What follows belongs to an exercise in optimizing a design on an open flow for small area; a production flow would make more cautious choices.
Only simulation tests tie the RTL to the original design; equivalence was not proved.
No activity file was given, so power comes from the tool's default toggle rates. The clock port is modelled as an ideal driver; clocking choices that lean on that would not hold on a real chip.

Design rvvi_trace_bridge, start of the top module:
module rvvi_trace_bridge #(
    parameter int FIFO_DEPTH = 4
) (
    input  logic                                      rvvi,
    input  logic                                      arst_n_i,
    input  logic                                      rvfi_valid_i,
    input  logic [rvvi_bridge_pkg::ORDER_W-1:0]       rvfi_order_i,
    input  logic [rvvi_bridge_pkg::XLEN-1:0]          rvfi_insn_i,
    input  logic [rvvi_bridge_pkg::XLEN-1:0]          rvfi_pc_rdata_i,
    input  logic [rvvi_bridge_pkg::XLEN-1:0]          rvfi_pc_wdata_i,
    input  logic                                      rvfi_trap_i,
    input  logic                                      rvfi_intr_i,
    input  logic [rvvi_bridge_pkg::REG_ADDR_W-1:0]    rvfi_rd_addr_i,
    input  logic [rvvi_bridge_pkg::XLEN-1:0]          rvfi_rd_wdata_i,
    input  logic [rvvi_bridge_pkg::MSTATUS_RAW_W-1:0] mstatus_raw_i,
    input  logic [rvvi_bridge_pkg::MIE_RAW_W-1:0]     mie_raw_i,
    input  logic [rvvi_bridge_pkg::MCAUSE_RAW_W-1:0]  mcause_raw_i,
    input  logic [rvvi_bridge_pkg::XLEN-1:0]          mscratch_i,
    input  logic [rvvi_bridge_pkg::XLEN-1:0]          mepc_i,
    output logic                                      beat_valid_o,
    output rvvi_bridge_pkg::beat_kind_e               beat_kind_o,
    output logic [rvvi_bridge_pkg::ORDER_W-1:0]       order_o,
    output logic [rvvi_bridge_pkg::XLEN-1:0]          insn_o,
    output logic [rvvi_bridge_pkg::XLEN-1:0]          pc_rdata_o,
    output logic [rvvi_bridge_pkg::XLEN-1:0]          pc_wdata_o,
    output logic                                      trap_o,
    output logic                                      intr_o,
    output logic [rvvi_bridge_pkg::XLEN-1:0]          x_wb_o,
    output logic [rvvi_bridge_pkg::XLEN-1:0]          x_wdata_o,
    output logic [rvvi_bridge_pkg::CSR_ADDR_W-1:0]    csr_addr_o,
    output logic [rvvi_bridge_pkg::XLEN-1:0]          csr_data_o,
    output logic                                      overflow_o
);
clock: 6.0 ns
lec_check: 0
cap_margin: 20
core_margin: 2
core_utilization: 70
slew_margin: 20
standard.sh (not shown) runs the stock make flow with config.mk's settings and CLKGATE_MAP_FILE= SYNTH_SCRIPT=/design/flow/synth_recipe.tcl, a recipe that flattens the netlist after the stock synthesis.
==> flow/flow/run.sh <==
#!/bin/bash
# Standard ORFS layout (the standard.sh), with smaller port buffers and a clock tree
# built from smaller buffers without dummy loads.
set -euo pipefail
export BUFFER_PORTS_ARGS="-buffer_cell sky130_fd_sc_hd__buf_1"
export CTS_ARGS="-sink_clustering_enable -repair_clock_nets -dont_use_dummy_load -sink_clustering_size 20 -sink_clustering_max_diameter 60 -buf_list {sky130_fd_sc_hd__clkbuf_8}"
bash standard.sh > standard.log 2>&1
Next try:
--- a/flow/config.mk
+++ b/flow/config.mk
@@ -7,5 +7,5 @@
 export LEC_CHECK = 0
-export CAP_MARGIN = 20
+export CAP_MARGIN = 0
 export CORE_MARGIN = 2
 export CORE_UTILIZATION = 70
-export SLEW_MARGIN = 20
+export SLEW_MARGIN = 0
The new run ran to the end with no violations.
Routed wire length stays flat.
Die area is unchanged.
Clock skew hardly moves.
Next try:
==> flow/flow/run.sh (replaced) <==
#!/bin/bash
# Standard ORFS layout (the standard.sh), with smaller port buffers and a clock tree
# built from smaller buffers without dummy loads.
set -euo pipefail
export BUFFER_PORTS_ARGS="-buffer_cell sky130_fd_sc_hd__buf_1"
export CTS_ARGS="-sink_clustering_enable -repair_clock_nets -dont_use_dummy_load -sink_clustering_size 10 -sink_clustering_max_diameter 40 -buf_list {sky130_fd_sc_hd__clkbuf_4}"
bash standard.sh > standard.log 2>&1
--- a/flow/config.mk
+++ b/flow/config.mk
@@ -7,5 +7,5 @@
 export LEC_CHECK = 0
-export CAP_MARGIN = 0
+export CAP_MARGIN = 20
 export CORE_MARGIN = 2
 export CORE_UTILIZATION = 70
-export SLEW_MARGIN = 0
+export SLEW_MARGIN = 20
First-iteration DRC count decreases by a few percent.
Final area hardly moves.
Routed wire length went up slightly.
Setup slack got worse by 0.35 ns.
Register-to-register slack hardly moves.
Cell count came out higher slightly.
Area after synthesis stays the same.
Global-route usage went up by 0.53 points.
Via count went up slightly.
Next try:
==> flow/flow/run.sh (replaced) <==
#!/bin/bash
# Standard ORFS layout (the standard.sh), with smaller port buffers and a clock tree
# built from smaller buffers without dummy loads.
set -euo pipefail
export BUFFER_PORTS_ARGS="-buffer_cell sky130_fd_sc_hd__buf_1"
export CTS_ARGS="-sink_clustering_enable -repair_clock_nets -dont_use_dummy_load -sink_clustering_size 20 -sink_clustering_max_diameter 60 -buf_list {sky130_fd_sc_hd__clkbuf_8}"
bash standard.sh > standard.log 2>&1
--- a/flow/config.mk
+++ b/flow/config.mk
@@ -10,2 +10,4 @@
 export CORE_UTILIZATION = 70
+export GPL_ROUTABILITY_DRIVEN = 0
+export GPL_TIMING_DRIVEN = 0
 export SLEW_MARGIN = 20
Outcome:
- fmax falls slightly
- non-clock buffer count rises by 145
- routed wire length rises by a few percent
- combinational power rises by a few percent
- power rises slightly
- die area is unchanged
- sequential cell count does not change
- via count rises slightly


rvvi_trace_bridge, a different RTL version from the one above (not shown whole).
For scale: ~3,000 cells after synthesis, about 1,600 flip-flops, ~570 I/O pins, ~55,000 um2 of cells after synthesis.
// rvvi_trace_bridge
module rvvi_trace_bridge #(
    parameter int FIFO_DEPTH = 4
) (
    input  logic                                      rvvi,
    input  logic                                      arst_n_i,
    input  logic                                      rvfi_valid_i,
    input  logic [rvvi_bridge_pkg::ORDER_W-1:0]       rvfi_order_i,
    input  logic [rvvi_bridge_pkg::XLEN-1:0]          rvfi_insn_i,
    input  logic [rvvi_bridge_pkg::XLEN-1:0]          rvfi_pc_rdata_i,
    input  logic [rvvi_bridge_pkg::XLEN-1:0]          rvfi_pc_wdata_i,
    input  logic                                      rvfi_trap_i,
    input  logic                                      rvfi_intr_i,
    input  logic [rvvi_bridge_pkg::REG_ADDR_W-1:0]    rvfi_rd_addr_i,
    input  logic [rvvi_bridge_pkg::XLEN-1:0]          rvfi_rd_wdata_i,
    input  logic [rvvi_bridge_pkg::MSTATUS_RAW_W-1:0] mstatus_raw_i,
    input  logic [rvvi_bridge_pkg::MIE_RAW_W-1:0]     mie_raw_i,
    input  logic [rvvi_bridge_pkg::MCAUSE_RAW_W-1:0]  mcause_raw_i,
    input  logic [rvvi_bridge_pkg::XLEN-1:0]          mscratch_i,
    input  logic [rvvi_bridge_pkg::XLEN-1:0]          mepc_i,
    output logic                                      beat_valid_o,
  ...
Settings: LEC_CHECK=0, CAP_MARGIN=20, CORE_MARGIN=2, CORE_UTILIZATION=70, SLEW_MARGIN=20; clock period 6.0 ns.
==> flow/flow/run.sh <==
#!/bin/bash
# Standard ORFS layout (the standard.sh), with smaller port buffers and a clock tree
# built from smaller buffers without dummy loads.
set -euo pipefail
export BUFFER_PORTS_ARGS="-buffer_cell sky130_fd_sc_hd__buf_1"
export CTS_ARGS="-sink_clustering_enable -repair_clock_nets -dont_use_dummy_load -sink_clustering_size 30 -sink_clustering_max_diameter 80 -buf_list {sky130_fd_sc_hd__clkbuf_16}"
bash standard.sh > standard.log 2>&1
Rerun with:
==> flow/flow/run.sh (replaced) <==
#!/bin/bash
# Standard ORFS layout (the standard.sh), with smaller port buffers and a clock tree
# built from smaller buffers without dummy loads.
set -euo pipefail
export BUFFER_PORTS_ARGS="-buffer_cell sky130_fd_sc_hd__buf_1"
export CTS_ARGS="-sink_clustering_enable -repair_clock_nets -dont_use_dummy_load -buf_list {sky130_fd_sc_hd__clkbuf_4 sky130_fd_sc_hd__clkbuf_8}"
bash standard.sh > standard.log 2>&1
CORE_UTILIZATION = 40   (was 70)
After rerunning: Sequential cell count stays the same. Design area grows by 5.6%. Area after synthesis is unchanged. Non-clock buffer count grows by 5. Total power grows by 18%. Critical path depth shrinks by 1. Sequential power hardly moves. Synthesized cell count is unchanged. Global-route usage shrinks by 12 points. Clock-buffer cell count grows by 220. Clock skew grows by 78 ps.
Rerun with:
==> flow/flow/run.sh (replaced) <==
#!/bin/bash
# Standard ORFS layout (the standard.sh), with smaller port buffers and a clock tree
# built from smaller buffers without dummy loads.
set -euo pipefail
export BUFFER_PORTS_ARGS="-buffer_cell sky130_fd_sc_hd__buf_1"
export CTS_ARGS="-sink_clustering_enable -repair_clock_nets -dont_use_dummy_load -sink_clustering_size 20 -sink_clustering_max_diameter 60 -buf_list {sky130_fd_sc_hd__clkbuf_8}"
bash standard.sh > standard.log 2>&1
CORE_UTILIZATION = 70   (was 40)
After rerunning:
- register-to-register slack gets worse by 110 ps
- global-route usage rose by 12 points
- power fell by 17%
Rerun with:
==> flow/run.sh (new file) <==
#!/bin/bash
# synth_recipe.tcl (not shown) runs the flow's synth.tcl, then flattens the netlist and writes it again
# the make line also repeats each setting of config.mk as NAME=value (left out here)
make -C /OpenROAD-flow-scripts/flow DESIGN_CONFIG=/design/flow/config.mk WORK_HOME=/design/flow/orfs CLKGATE_MAP_FILE= SYNTH_SCRIPT=/design/flow/synth_recipe.tcl finish
CORE_UTILIZATION = 40   (was 70)
removed: flow/flow/run.sh
removed: flow/standard.sh
Effect:
- The new run went through all stages and came out clean
- count of clock-buffer cells in the layout rose by 145
- worst setup slack is worse by 360 ps
- routed wire length rose by roughly a tenth
- first-iteration DRC count fell by a quarter to a third
- fmax fell by a few percent

-- static timing again, ports no longer ideal --
How much do the figures lean on ideal ports? The routed layouts below were timed once more, with nothing changed but the port constraints. Step 1 (the two cells are an assumption about what drives the block):
set clk [get_ports {rvvi}]
set_driving_cell -lib_cell sky130_fd_sc_hd__clkbuf_16 $clk
set_driving_cell -lib_cell sky130_fd_sc_hd__buf_2 [delete_from_list [all_inputs] $clk]
Step 2 moves the port delays by t, midway between the first and last clock arrival at a register: inputs arrive t later, outputs are due t later. That takes back most of the time a late clock gives input paths. a / b / c = ideal / step 1 / step 2; a / b = the first two.
run	t (ns)	setup slack, ns	latest minus earliest clock arrival (ns)	worst slew at a driven data input, ns
the first run of note 1	0.787	1.336 / 1.264 / 2.052	0.078 / 0.077	0.13
the second run of note 1	0.784	1.347 / 1.278 / 2.062	0.075 / 0.075	0.13
the third run of note 1	1.085	0.995 / 0.924 / 2.009	0.136 / 0.136	0.14
the fourth run of note 1	0.800	0.961 / 0.889 / 1.689	0.060 / 0.060	0.13
the first run of note 2	0.734	1.098 / 1.026 / 1.761	0.042 / 0.041	0.16
the second run of note 2	0.999	0.997 / 0.919 / 1.918	0.112 / 0.112	0.20
the third run of note 2	0.794	1.092 / 1.023 / 1.817	0.090 / 0.090	0.15
the fourth run of note 2	0.844	0.729 / 0.647 / 1.491	0.053 / 0.054	0.18
After both steps setup and hold are still met in every run listed.
